This design comes from an exercise in tuning for small area, a short achievable clock period and few clock cycles on the open sky130 flow, not from production work. In this exercise RTL edits were held to simulation tests only and were not proved equivalent to the original. Power is estimated from default activity; no workload was simulated.

==> flow/design.v <==
`default_nettype none
package pb_mcast_pkg;
  localparam int unsigned ADDR_W  = 48;
  localparam int unsigned USER_W  = 8;
  localparam int unsigned SEL_W   = 6;
  localparam int unsigned COORD_W = 6;
endpackage
`default_nettype wire
`default_nettype none
module pb_mcast_subset_iter #(
  parameter int unsigned Width = 48
) (
  input  logic [Width-1:0] val_i,
  input  logic [Width-1:0] mask_i,
  input  logic             cin_i,
  output logic [Width-1:0] val_o,
  output logic             all_o
);
  localparam int unsigned G  = 8;
  localparam int unsigned NG = (Width + G - 1) / G;
  logic [NG*G-1:0] p;
  logic [NG*G-1:0] r;         
  logic [NG-1:0]   g;         
  logic [NG:0]     gc;        
  assign p = {{(NG*G-Width){1'b1}}, val_i | ~mask_i};
  for (genvar k = 0; k < NG; k++) begin : g_grp
    assign r[k*G] = 1'b1;
    for (genvar j = 1; j < G; j++) begin : g_r
      assign r[k*G+j] = r[k*G+j-1] & p[k*G+j-1];
    end
    assign g[k] = &p[k*G +: G];
  end
  assign gc[0] = cin_i;
  for (genvar k = 0; k < NG; k++) begin : g_gc
    assign gc[k+1] = &{cin_i, g[k:0]};
  end
  for (genvar i = 0; i < Width; i++) begin : g_bit
    assign val_o[i] = val_i[i] ^ (mask_i[i] & gc[i/G] & r[i]);
  end
  assign all_o = &p;
endmodule
`default_nettype wire
`default_nettype none
module pb_mcast_unroller #(
  parameter int unsigned AddrWidth  = pb_mcast_pkg::ADDR_W,
  parameter int unsigned UserWidth  = pb_mcast_pkg::USER_W,
  parameter int unsigned SelWidth   = pb_mcast_pkg::SEL_W,
  parameter int unsigned MeshDimX   = 4,
  parameter int unsigned MeshDimY   = 4,
  parameter int unsigned CoordWidth = pb_mcast_pkg::COORD_W
) (
  input  logic                  clk_i,
  input  logic                  rst_i,
  input  logic                  in_valid_i,
  output logic                  in_ready_o,
  input  logic [AddrWidth-1:0]  in_addr_i,
  input  logic [AddrWidth-1:0]  in_mask_i,
  input  logic [2*SelWidth-1:0] in_sel_x_i,
  input  logic [2*SelWidth-1:0] in_sel_y_i,
  input  logic [UserWidth-1:0]  in_user_i,
  output logic                  out_valid_o,
  input  logic                  out_ready_i,
  output logic [AddrWidth-1:0]  out_addr_o,
  output logic [CoordWidth-1:0] out_x_o,
  output logic [CoordWidth-1:0] out_y_o,
  output logic [UserWidth-1:0]  out_user_o,
  output logic                  out_last_o,
  output logic                  busy_o,
  output logic                  err_o
);
  localparam int unsigned AW = 48;    
  localparam int unsigned SW = 6;
  function automatic logic [AW-1:0] thermo(input logic [5:0] hgt, input logic [5:0] heq,
                                           input logic [7:0] lgt);
    logic [AW-1:0] t;
    for (int i = 0; i < AW; i++) t[i] = hgt[i/8] | (heq[i/8] & lgt[i%8]);
    thermo = t;
  endfunction
  function automatic logic [2*AW-1:0] field_dec(input logic [2*SW-1:0] sel);
    logic [2:0] oh, ol, lh, ll;
    logic [3:0] slo, shi;
    logic [5:0] hgt, heq, hgt0, heq0, ogt, oeq;
    logic [7:0] lgt, olgt;
    logic       c8;
    {oh, ol} = sel[2*SW-1:SW];
    {lh, ll} = sel[SW-1:0];
    slo = {1'b0, ol} + {1'b0, ll};
    shi = {1'b0, oh} + {1'b0, lh};
    c8  = slo[3];
    for (int a = 0; a < 6; a++) begin
      hgt0[a] = (shi > a);
      heq0[a] = (shi == a);
      ogt[a]  = (oh > a);
      oeq[a]  = (oh == a);
    end
    for (int a = 0; a < 6; a++) begin
      hgt[a] = hgt0[a] | (c8 & heq0[a]);
      heq[a] = c8 ? ((a == 0) ? 1'b0 : heq0[(a == 0) ? 0 : a-1]) : heq0[a];
    end
    for (int b = 0; b < 8; b++) begin
      lgt[b]  = (slo[2:0] > b);
      olgt[b] = (ol > b);
    end
    field_dec = {~thermo(ogt, oeq, olgt), thermo(hgt, heq, lgt)};
  endfunction
  function automatic logic [5:0] dec_h(input logic [2*SW-1:0] sel);
    logic [5:0] h;
    for (int a = 0; a < 6; a++) h[a] = (sel[2*SW-1:SW+3] == a) && (sel[SW-1:0] != '0);
    dec_h = h;
  endfunction
  function automatic logic [7:0] dec_l(input logic [2*SW-1:0] sel);
    logic [7:0] l;
    for (int b = 0; b < 8; b++) l[b] = (sel[SW+2:SW] == b);
    dec_l = l;
  endfunction
  logic [AW-1:0] gex, gey, ltx, lty;
  assign {gex, ltx} = field_dec(in_sel_x_i);
  assign {gey, lty} = field_dec(in_sel_y_i);
  logic [AW-1:0] fb, hb;                
  for (genvar i = 0; i < AW; i++) begin : g_dec
    assign fb[i] = (gex[i] & ltx[i]) | (gey[i] & lty[i]);
    if (i >= 2) begin : g_h
      assign hb[i] = (gex[i-2] & ltx[i]) | (gey[i-2] & lty[i]);
    end else begin : g_nh
      assign hb[i] = 1'b0;
    end
  end
  logic [AW-1:0] m_in, mp_in, base_in;
  logic          err_in;
  assign m_in    = in_mask_i & fb;             
  assign mp_in   = m_in & ~hb;                 
  assign base_in = in_addr_i & ~m_in;          
  assign err_in  = |(in_addr_i & ~in_mask_i & hb);
  logic                  busy_q, ld_q, err_q;
  logic [AW-1:0]         a_q, mp_q;
  logic [5:0]            xh_q, yh_q;
  logic [7:0]            xl_q, yl_q;
  logic                  x1_q, y1_q;
  logic [UserWidth-1:0]  user_q;
  logic [AW-1:0]         a_inc;
  logic                  last;
  pb_mcast_subset_iter #(
    .Width (AW)
  ) u_iter (
    .val_i  (a_q),
    .mask_i (mp_q),
    .cin_i  (out_ready_i),
    .val_o  (a_inc),
    .all_o  (last)
  );
  logic busy_d;
  assign busy_d = busy_q ? ~(out_ready_i & last) : (in_valid_i & ~err_in);
  always_ff @(posedge clk_i) begin
    if (rst_i) begin
      busy_q <= 1'b0;
      ld_q   <= 1'b1;
      err_q  <= 1'b0;
    end else begin
      busy_q <= busy_d;
      ld_q   <= ~busy_d;
      err_q  <= ~busy_q & in_valid_i & err_in;
    end
  end
  always_ff @(posedge clk_i) begin
    if (!ld_q) begin
      a_q <= a_inc;
    end else begin
      a_q    <= base_in;
      mp_q   <= mp_in;
      xh_q   <= dec_h(in_sel_x_i);
      yh_q   <= dec_h(in_sel_y_i);
      xl_q   <= dec_l(in_sel_x_i);
      yl_q   <= dec_l(in_sel_y_i);
      x1_q   <= |in_sel_x_i[SW-1:1];
      y1_q   <= |in_sel_y_i[SW-1:1];
      user_q <= in_user_i;
    end
  end
  logic [AW-1:0] am, cdat, dx, dy;
  logic [5:0]    sxh, syh;
  logic [7:0]    sxl, syl;
  logic          sx1, sy1;
  assign am   = in_addr_i & ~in_mask_i;
  assign cdat = ld_q ? am : a_inc;
  assign sxh  = ld_q ? dec_h(in_sel_x_i) : xh_q;
  assign syh  = ld_q ? dec_h(in_sel_y_i) : yh_q;
  assign sxl  = ld_q ? dec_l(in_sel_x_i) : xl_q;
  assign syl  = ld_q ? dec_l(in_sel_y_i) : yl_q;
  assign sx1  = ld_q ? |in_sel_x_i[SW-1:1] : x1_q;
  assign sy1  = ld_q ? |in_sel_y_i[SW-1:1] : y1_q;
  for (genvar i = 0; i < AW; i++) begin : g_od
    assign dx[i] = sxh[i/8] & sxl[i%8];
    assign dy[i] = syh[i/8] & syl[i%8];
  end
  logic [1:0] cx_q, cy_q;
  always_ff @(posedge clk_i) begin
    cx_q[0] <= |(dx & cdat);
    cx_q[1] <= sx1 & |(dx[AW-2:0] & cdat[AW-1:1]);
    cy_q[0] <= |(dy & cdat);
    cy_q[1] <= sy1 & |(dy[AW-2:0] & cdat[AW-1:1]);
  end
  assign in_ready_o  = ~busy_q;
  assign busy_o      = busy_q;
  assign out_valid_o = busy_q;
  assign err_o       = err_q;
  assign out_last_o  = last;
  assign out_addr_o  = a_q;
  assign out_x_o     = {{(CoordWidth-2){1'b0}}, cx_q};
  assign out_y_o     = {{(CoordWidth-2){1'b0}}, cy_q};
  assign out_user_o  = user_q;
endmodule
`default_nettype wire
clock: 7.0 ns
lec_check: 0
abc_area: 1
cap_margin: 20
core_margin: 2
core_utilization: 40
setup_slack_margin: 4.0
slew_margin: 20
tns_end_percent: 0
standard.sh (not shown) runs the stock make flow with config.mk's settings and CLKGATE_MAP_FILE= SYNTH_SCRIPT=/design/flow/synth_recipe.tcl, a recipe that flattens the netlist after the stock synthesis.
==> flow/flow/run.sh <==
#!/bin/bash
# Standard layout, with the port buffers made from the smallest buffer cell
# (the default pick is a larger delay buffer). Everything else is the standard flow's
# standard flow.
set -euo pipefail
export BUFFER_PORTS_ARGS="-buffer_cell sky130_fd_sc_hd__buf_1"
bash standard.sh 2>&1 | tee standard_flow.log
Testbench counts at the start, summed over its fixed seeds: cycles 13,033.
Then changed:
--- a/flow/design.v
+++ b/flow/design.v
@@ -174,39 +174,26 @@
       x1_q   <= |in_sel_x_i[SW-1:1];
       y1_q   <= |in_sel_y_i[SW-1:1];
       user_q <= in_user_i;
     end
   end
-  logic [AW-1:0] am, cdat, dx, dy;
-  logic [5:0]    sxh, syh;
-  logic [7:0]    sxl, syl;
-  logic          sx1, sy1;
-  assign am   = in_addr_i & ~in_mask_i;
-  assign cdat = ld_q ? am : a_inc;
-  assign sxh  = ld_q ? dec_h(in_sel_x_i) : xh_q;
-  assign syh  = ld_q ? dec_h(in_sel_y_i) : yh_q;
-  assign sxl  = ld_q ? dec_l(in_sel_x_i) : xl_q;
-  assign syl  = ld_q ? dec_l(in_sel_y_i) : yl_q;
-  assign sx1  = ld_q ? |in_sel_x_i[SW-1:1] : x1_q;
-  assign sy1  = ld_q ? |in_sel_y_i[SW-1:1] : y1_q;
+  logic [AW-1:0] dx, dy;
   for (genvar i = 0; i < AW; i++) begin : g_od
-    assign dx[i] = sxh[i/8] & sxl[i%8];
-    assign dy[i] = syh[i/8] & syl[i%8];
+    assign dx[i] = xh_q[i/8] & xl_q[i%8];
+    assign dy[i] = yh_q[i/8] & yl_q[i%8];
   end
-  logic [1:0] cx_q, cy_q;
-  always_ff @(posedge clk_i) begin
-    cx_q[0] <= |(dx & cdat);
-    cx_q[1] <= sx1 & |(dx[AW-2:0] & cdat[AW-1:1]);
-    cy_q[0] <= |(dy & cdat);
-    cy_q[1] <= sy1 & |(dy[AW-2:0] & cdat[AW-1:1]);
-  end
+  logic [1:0] cx, cy;
+  assign cx[0] = |(dx & a_q);
+  assign cx[1] = x1_q & |(dx[AW-2:0] & a_q[AW-1:1]);
+  assign cy[0] = |(dy & a_q);
+  assign cy[1] = y1_q & |(dy[AW-2:0] & a_q[AW-1:1]);
   assign in_ready_o  = ~busy_q;
   assign busy_o      = busy_q;
   assign out_valid_o = busy_q;
   assign err_o       = err_q;
   assign out_last_o  = last;
   assign out_addr_o  = a_q;
-  assign out_x_o     = {{(CoordWidth-2){1'b0}}, cx_q};
-  assign out_y_o     = {{(CoordWidth-2){1'b0}}, cy_q};
+  assign out_x_o     = {{(CoordWidth-2){1'b0}}, cx};
+  assign out_y_o     = {{(CoordWidth-2){1'b0}}, cy};
   assign out_user_o  = user_q;
 endmodule
 `default_nettype wire
Result:
- synthesized area is lower by 8.5%
- die area went down by 8.3%
- utilization falls by 0.20 points
- power stays flat
- routed wire length fell by 7.3%
- clock skew falls by 0.0063 ns
Testbench counts after the change, summed over its fixed seeds: cycles 13,033.

[what the ideal ports hide]
The flow's constraints put no driver on any port. The routed layouts listed below were extracted and timed again, unchanged, in two steps. Step 1, drivers: a clkbuf_16 drives clk_i and a buf_2 each remaining input, both assumed. Step 2 adds t to the input delays and takes it off the output delays; t is the mean of the earliest and latest rising clock arrival at the registers after step 1. Input paths then give back, and output paths get back, about the clock's delay inside the block. Three values: no drivers, after step 1, after step 2; two values: the first two.
run | t, ns | slack for setup (ns) | slew at the worst register clock pin (ns) | cell pins on the clock port's net
the first run | 0.504 | 3.090 / 3.089 / 2.585 | 0.07 / 0.07 | 1
the second run | 0.467 | 3.243 / 3.200 / 2.784 | 0.06 / 0.06 | 1
After both steps every run listed still meets setup and hold. For the first run, which loses most, drivers alone change the setup slack by -0.001 ns; drivers and shift together by -0.505 ns.
